This design comes from an exercise in tuning for small area, a short achievable clock period and few clock cycles per item on the open sky130 flow, not from production work. Only simulation tests tie the RTL to the original design; equivalence was not proved. Power is estimated from default activity; no workload was simulated.

Design low_band_energy_beat_detector_core, start of the top module:
module low_band_energy_beat_detector_core
(
	input  logic                 clk,
	input  logic                 arst_n,
	input  logic                 cfg_we,
	input  logic [lbed_pkg::CFG_IDX_W-1:0] cfg_index,
	input  logic [lbed_pkg::CFG_W-1:0]     cfg_wdata,
	input  logic                 s_tvalid,
	output logic                 s_tready,
	input  logic [63:0]          s_tdata,    
	input  logic                 s_tlast,    
	output logic                 m_tvalid,
	input  logic                 m_tready,
	output logic [23:0]          m_tdata,    
	output logic                 m_tuser     
);
Settings: LEC_CHECK=0, CAP_MARGIN=20, CORE_MARGIN=2, CORE_UTILIZATION=40, CTS_CLUSTER_DIAMETER=80, CTS_CLUSTER_SIZE=30, PLACE_DENSITY=0.6, SLEW_MARGIN=20; clock period 9.0 ns.
standard.sh (not shown) runs the stock make flow with config.mk's settings and CLKGATE_MAP_FILE= SYNTH_SCRIPT=/design/flow/synth_recipe.tcl, a recipe that flattens the netlist after the stock synthesis.
==> flow/flow/run.sh <==
#!/bin/bash
# Standard layout (the standard.sh, unchanged synthesis) with two changes: a larger setup
# repair margin, so that repair_timing works the paths down to about 3.1 ns, and the smallest
# plain buffer (buf_1) for the port buffers that global placement puts on every input and
# output. All of make's output (every ORFS step, OpenROAD and Yosys) goes to flow_make.log
# here; ORFS also keeps its per-step logs under orfs/logs.
set -euo pipefail
bash standard.sh "BUFFER_PORTS_ARGS=-buffer_cell sky130_fd_sc_hd__buf_1" SETUP_SLACK_MARGIN=5.9 finish > flow_make.log 2>&1
Testbench counts at the start, summed over its fixed seeds: cycles 70,210, items 68,461.
Rerun with:
--- a/flow/design.v
+++ b/flow/design.v
@@ -117,18 +117,22 @@
 	localparam logic [2:0] D_IDLE = 3'd0;
 	localparam logic [2:0] D_WAIT = 3'd1;
 	localparam logic [2:0] D_RUN  = 3'd2;
 	localparam logic [2:0] D_OUT  = 3'd3;
 	logic [19:0] thr_q;
 	logic [15:0] ivl_q;
 	logic [19:0] gs_q;
 	logic [3:0]  fill_q;
 	logic [12:0] cnt_q;
+	logic [15:0] x_q;        
+	logic        xv_q;       
+	logic        xc_q;       
+	logic        xl_q;       
 	logic        held_q;
 	logic [47:0] ta_q;
 	logic [50:0] acc_q;
 	logic        acc_c_q;
 	logic        mbusy_q;
 	logic        own_q;      
 	logic [3:0]  mstep_q;
 	logic [19:0] mm_q;
 	logic [19:0] mh_q;       
@@ -179,19 +183,19 @@
 	logic [2:0]  rt;        
 	assign dfree    = (dst_q == D_IDLE) || (dst_q == D_OUT && m_tready);
 	assign s_tready = !held_q || (dst_q == D_IDLE);
 	assign accept   = s_tvalid && s_tready;
 	assign take     = !cnt_q[12] || held_q;
 	assign close    = accept && take && (fill_q == 4'd15);
 	assign move     = held_q && dfree;
 	assign mdone    = mbusy_q && (mstep_q == 4'd15);
 	assign xfer     = (dst_q == D_WAIT) && !own_q;
-	assign new_sum  = gs_q + {{4{s_tdata[15]}}, s_tdata[15:0]};
+	assign new_sum  = gs_q + {{4{x_q[15]}}, x_q};
 	assign cnt_inc  = cnt_q + 13'd1;
 	always_ff @(posedge clk or negedge arst_n) begin
 		if (!arst_n) begin
 			thr_q <= '0;
 			ivl_q <= '0;
 		end else if (cfg_we) begin
 			if (cfg_index[0])
 				ivl_q <= cfg_wdata[15:0];
 			else
@@ -200,55 +204,66 @@
 			thr_q <= {thr_q[18:0], thr_q[19]};
 		end
 	end
 	always_ff @(posedge clk or negedge arst_n) begin
 		if (!arst_n) begin
 			gs_q   <= '0;
 			fill_q <= '0;
 			cnt_q  <= '0;
 			held_q <= 1'b0;
+			xv_q   <= 1'b0;
+			xc_q   <= 1'b0;
+			xl_q   <= 1'b0;
 		end else begin
-			if (accept && s_tlast) begin
-				gs_q   <= '0;
+			if (accept && s_tlast)
 				fill_q <= '0;
-			end else if (accept && take) begin
-				gs_q   <= (fill_q == 4'd15) ? 20'd0 : new_sum;
+			else if (accept && take)
 				fill_q <= fill_q + 4'd1;
-			end
 			if (move)
 				cnt_q <= '0;
 			else if (close)
 				cnt_q <= cnt_inc;
 			if (accept && s_tlast)
 				held_q <= 1'b1;
 			else if (move)
 				held_q <= 1'b0;
+			xv_q <= accept && take;
+			xc_q <= close;
+			xl_q <= accept && s_tlast;
+			if (xc_q || xl_q)
+				gs_q <= '0;
+			else if (xv_q)
+				gs_q <= new_sum;
 		end
 	end
+	always_ff @(posedge clk) begin
+		if (accept)
+			x_q <= s_tdata[15:0];
+	end
 	assign ppx  = mtwo_q ? {mm_q[19], mm_q, 1'b0} : mone_q ? {{2{mm_q[19]}}, mm_q} : 22'd0;
 	assign msum = {{2{mh_q[19]}}, mh_q} + (ppx ^ {22{mneg_q}}) + {21'd0, mneg_q};
 	always_ff @(posedge clk or negedge arst_n) begin
 		if (!arst_n) begin
 			mbusy_q <= 1'b0;
 			own_q   <= 1'b0;
 		end else begin
-			if (close)
+			if (xc_q)
 				mbusy_q <= 1'b1;
 			else if (mdone)
 				mbusy_q <= 1'b0;
 			if (move)
-				own_q <= mbusy_q && !mdone;
+				own_q <= xc_q || (mbusy_q && !mdone);
 			else if (mdone)
 				own_q <= 1'b0;
 		end
 	end
 	always_ff @(posedge clk) begin
-		if (close) begin
+		if (xc_q) begin
 			mstep_q <= '0;
 			mm_q    <= new_sum;
 			ml_q    <= new_sum;
 			mh_q    <= '0;
 			mneg_q  <= new_sum[1];
 			mtwo_q  <= new_sum[1] && !new_sum[0];
 			mone_q  <= new_sum[0];
 		end else if (mbusy_q) begin
 			mstep_q <= mstep_q + 4'd1;
- first-iteration DRC count went up by about 0.7%
- final area increases by about 0.44%
- non-clock buffer count falls by 15
- clock power goes up by about 3%
- hold slack got worse by 0.012 ns
- core utilization fell by 0.81 points
- clock skew drops by 0.023 ns
- power falls by 46%
- via count is higher by about 0.46%
- worst setup slack improves by 0.12 ns
- fmax rises by 3.6%
- count of clock-buffer cells in the layout increases by 3
- routed wire length increases by about 0.7%
- flip-flop and latch count grows by 19
Testbench counts after the change, summed over its fixed seeds: cycles 70,286, items 68,461.

* * *

run K:
low_band_energy_beat_detector_core, a different RTL version from the one above (not shown whole).
Size: ~2300 cells after synthesis, about 510 flip-flops, roughly 120 I/O pins.
==> flow/config.mk <==
export PLATFORM = sky130hd
export DESIGN_NAME = low_band_energy_beat_detector_core
export DESIGN_NICKNAME = low_band_energy_beat_detector_core
export VERILOG_FILES = /design/flow/design.v
export SDC_FILE = /design/flow/constraint.sdc
export NUM_CORES = 4
export LEC_CHECK = 0
export CAP_MARGIN = 20
export CORE_MARGIN = 2
export CORE_UTILIZATION = 40
export CTS_CLUSTER_DIAMETER = 80
export CTS_CLUSTER_SIZE = 30
export PLACE_DENSITY = 0.6
export SLEW_MARGIN = 20
==> flow/constraint.sdc <==
create_clock -name core_clock -period 9.0 [get_ports {clk}]
set_input_delay 1.8000 -clock core_clock [delete_from_list [all_inputs] [get_ports {clk}]]
set_output_delay 1.8000 -clock core_clock [all_outputs]
set_load 0.01 [all_outputs]
Scripts as last shown in full above: flow/flow/run.sh
Every stage of the flow completed for run K, and the final layout passed the timing, DRC and antenna checks.
Testbench counts of run K, summed over its fixed seeds: cycles 70,286, items 68,461.
Input-level comparison between run Z and run K:
--- a/flow/design.v
+++ b/flow/design.v
@@ -258,32 +258,29 @@
 		end
 	end
 	always_ff @(posedge clk) begin
 		if (xc_q) begin
 			mstep_q <= '0;
 			mm_q    <= new_sum;
 			ml_q    <= new_sum;
 			mh_q    <= '0;
+			mneg_q  <= new_sum[1];
+			mtwo_q  <= new_sum[1] && !new_sum[0];
+			mone_q  <= new_sum[0];
 		end else if (mbusy_q) begin
 			mstep_q <= mstep_q + 4'd1;
 			if (!mstep_q[3] || mstep_q[2:1] == 2'b00) begin
 				mh_q   <= msum[21:2];
 				ml_q   <= {msum[1:0], ml_q[19:2]};
+				mneg_q <= ml_q[3] && !(ml_q[2] && ml_q[1]);
+				mtwo_q <= (ml_q[3:2] == 2'b01 && ml_q[1]) || (ml_q[3:2] == 2'b10 && !ml_q[1]);
+				mone_q <= ml_q[2] ^ ml_q[1];
 			end
 		end
-		if (xc_q) begin
-			mneg_q <= new_sum[1];
-			mtwo_q <= new_sum[1] && !new_sum[0];
-			mone_q <= new_sum[0];
-		end else begin
-			mneg_q <= ml_q[3] && !(ml_q[2] && ml_q[1]);
-			mtwo_q <= (ml_q[3:2] == 2'b01 && ml_q[1]) || (ml_q[3:2] == 2'b10 && !ml_q[1]);
-			mone_q <= ml_q[2] ^ ml_q[1];
-		end
 	end
 	assign prod    = {mh_q[18:0], ml_q};
 	for (genvar k = 0; k < 5; k++) begin : g_acc
 		lbed_rca #(.W(7)) u_add (
 			.a  (acc_q[7*k +: 7]),
 			.b  (prod[7*k +: 7]),
 			.ci ((k == 0) ? 1'b0 : acc_c_q),
 			.s  (acc_sum[7*k +: 7]),
Notes after the runs:
In the metrics for run Z and run K, the one carrying the higher final critical-path share of the clock period is run K.
Between run Z and run K, the first-pass detailed-route iteration total does not differ in any meaningful way.
Maximum clock frequency: run Z better than run K
Cell area | run Z vs run K | run Z larger
Of run Z and run K, run K shows the higher global-route usage, with run Z below it.
Number of clock buffers in the layout went down by a few percent going from run K to run Z.
Diff run K -> run Z: switching power total moved down; relative contribution of the clock network to total power fell 0.5 points.
Re number of levels the H-tree was split into: run Z is 1 down on run K.
The final reports for run Z and run K show cell area power density lower in the former.
Wire length in run Z is about 0.33% below run K.
Testbench counts of run Z, summed over its fixed seeds: cycles 70,286, items 68,461.

* * *

low_band_energy_beat_detector_core, a different RTL version from the one above (not shown whole).
Size in the first run: roughly 2300 cells after synthesis, about 490 flip-flops, ~25000 sq um of cells after synthesis.
Settings: LEC_CHECK=0, CAP_MARGIN=5, CORE_MARGIN=2, CORE_UTILIZATION=55, CTS_CLUSTER_DIAMETER=80, CTS_CLUSTER_SIZE=30, PLACE_DENSITY=0.7, SLEW_MARGIN=5; clock period 9.0 ns.
Scripts as last shown in full above: flow/flow/run.sh
The first run finished clean.
Testbench counts at the start, summed over its fixed seeds: cycles 69,432, items 68,461.
Then changed:
--- a/flow/design.v
+++ b/flow/design.v
@@ -37,34 +37,29 @@
 	input  logic        clk,
 	input  logic        load,
 	input  logic        run,
 	input  logic        phase,
 	input  logic [50:0] dividend,
 	input  logic [12:0] divisor,
-	input  logic [4:0]  sdone,    
 	output logic [19:0] root,
 	output logic        rbit
 );
 	logic [11:0] rem_q;    
 	logic [38:0] num_q;    
 	logic [1:0]  qb_q;     
 	logic [20:0] srem_q;   
 	logic [19:0] root_q;
-	logic [19:0] rpart;    
 	logic [13:0] dtry;
 	logic        qbit;
 	logic [22:0] sopa;
 	logic [23:0] stry;
 	logic        sbit;
 	assign dtry = {1'b0, rem_q, num_q[38]} - {1'b0, divisor};
 	assign qbit = ~dtry[13];
 	assign sopa = {srem_q, qb_q};
-	for (genvar i = 0; i < 20; i++) begin : g_mask
-		assign rpart[i] = root_q[i] && (5'(i) < sdone);
-	end
-	assign stry = {1'b0, sopa} - {2'b00, rpart, 2'b01};
+	assign stry = {1'b0, sopa} - {2'b00, root_q, 2'b01};
 	assign sbit = ~stry[23];
 	always_ff @(posedge clk) begin
 		if (load) begin
 			rem_q <= dividend[50:39];
 			num_q <= dividend[38:0];
 			qb_q  <= '0;
@@ -72,12 +67,13 @@
 			rem_q <= qbit ? dtry[11:0] : {rem_q[10:0], num_q[38]};
 			num_q <= {num_q[37:0], 1'b0};
 			qb_q  <= {qb_q[0], qbit};
 		end
 		if (load) begin
 			srem_q <= '0;
+			root_q <= '0;
 		end else if (run && phase) begin
 			srem_q <= sbit ? stry[20:0] : sopa[20:0];
 			root_q <= {root_q[18:0], sbit};
 		end
 	end
 	assign root = root_q;
@@ -158,16 +154,16 @@
 	logic        rdy_q;      
 	logic        mv_q;       
 	logic [5:0]  dc_q;
 	logic [12:0] dn_q;
 	logic [47:0] tq_q;
 	logic [47:0] lb_q;
+	logic [19:0] prev_q;     
 	logic        hp_q;
 	logic        beat_q;
 	logic        valid_q;
-	logic        lvl_q;
 	logic        gc_q;
 	logic        gt_q;
 	logic        gnz_q;
 	logic        rpos_q;
 	logic        rneg_q;
 	logic        rd_q;
@@ -344,17 +340,16 @@
 		.clk      (clk),
 		.load     (xfer),
 		.run      (dst_q == D_RUN),
 		.phase    (dc_q[0]),
 		.dividend (acc_q),
 		.divisor  (dn_q),
-		.sdone    (dc_q[5:1]),
 		.root     (root),
 		.rbit     (sbit)
 	);
-	assign rt0 = {rd_q, 1'b0} + 3'd2 - {2'b00, root[19]} - {2'b00, thr_q[19]};
+	assign rt0 = {rd_q, 1'b0} + 3'd2 - {2'b00, prev_q[19]} - {2'b00, thr_q[19]};
 	assign rt1 = rt0 + 3'd1;
 	assign rpos_n = sbit ? (rt1 >= 3'd4) : (rt0 >= 3'd4);
 	assign rneg_n = sbit ? (rt1 < 3'd2)  : (rt0 < 3'd2);
 	assign rd_n   = sbit ? (rt1 == 3'd3) : (rt0 == 3'd3);
 	assign rlast  = sbit ? (rt1 >= 3'd3) : (rt0 >= 3'd3);
 	always_ff @(posedge clk) begin
@@ -430,13 +425,12 @@
 		endcase
 		held_d = held_q ? !move_h : tl;
 		e_d    = move_e ? 1'b0 : (e_q || (tl && held_q));
 	end
 	always_ff @(posedge clk) begin
 		dc_q <= (dst_q == D_RUN) ? dc_q + 6'd1 : 6'd0;
-		lvl_q <= move ? (move_h && cnt_q != '0) : (dn_q != '0);
 		if (tl && !held_q)
 			ta_q <= s_tdata[63:16];
 		if (move_h)
 			tq_q <= ta_q;
 		if (move) begin
 			dn_q   <= move_h ? cnt_q : 13'd0;
@@ -445,11 +439,15 @@
 		if (xfer) begin
 			valid_q <= (dn_q != '0);
 			beat_q  <= 1'b0;
 		end else if (dst_q == D_RUN && dc_q == 6'd39) begin
 			beat_q  <= beat;
 		end
+		if (taken && valid_q)
+			prev_q <= root;
+		else if (sstep)
+			prev_q <= {prev_q[18:0], 1'b0};
 	end
 	assign m_tvalid = mv_q;
-	assign m_tdata  = {3'b000, root & {20{lvl_q}}, beat_q};
+	assign m_tdata  = {3'b000, root, beat_q};
 	assign m_tuser  = valid_q;
 endmodule
Area after synthesis went up by about 2%.
First-iteration DRC count went up by about 15%.
Wire length went down by about 5%.
Clock skew went down by 0.0096 ns.
Via count went down by about 0.7%.
Count of clock-buffer cells in the layout went up by 5.
Sequential cell count went up by 19.
Design area went up by 0.67%.
Utilization went down by 0.92 points.
Total power went up by 1.1%.
Fmax went up by about 1.6%.
Combinational power went down by about 5%.
Clock power went up by about 10%.
Testbench counts after the change, summed over its fixed seeds: cycles 69,432, items 68,461.

==> what the ideal ports hide <==
No port has a modelled driver above. Below, the same layouts with a new extraction and two added sets of constraints.
Step 1 (the two cells are an assumption about what drives the block):
set clk [get_ports {clk}]
set_driving_cell -lib_cell sky130_fd_sc_hd__clkbuf_16 $clk
set_driving_cell -lib_cell sky130_fd_sc_hd__buf_2 [delete_from_list [all_inputs] $clk]
Step 2 moves the port delays by t, midway between the first and last clock arrival at a register: inputs arrive t later, outputs are due t later. That takes back most of the time a late clock gives input paths.
a / b / c = ideal / step 1 / step 2; a / b = the first two.
run	t (ns)	setup WS [ns]	latest minus earliest clock arrival (ns)	worst data-port slew with drivers (ns)	cell pins on the clock port's net
the first run of note 1	0.679	5.534 / 5.549 / 4.886	0.057 / 0.056	0.08	1
the second run of note 1	0.678	5.655 / 5.596 / 5.366	0.033 / 0.033	0.07	1
run K	0.620	5.725 / 5.725 / 5.388	0.048 / 0.048	0.08	1
run Z	0.687	5.791 / 5.781 / 5.234	0.043 / 0.044	0.07	1
the first run of note 3	0.637	5.782 / 5.723 / 5.384	0.044 / 0.044	0.06	1
the second run of note 3	0.663	5.833 / 5.823 / 5.396	0.024 / 0.024	0.06	1
After both steps every run listed still meets setup and hold. For the first run of note 1, which loses most, drivers alone change the setup slack by +0.015 ns; drivers and shift together by -0.648 ns.
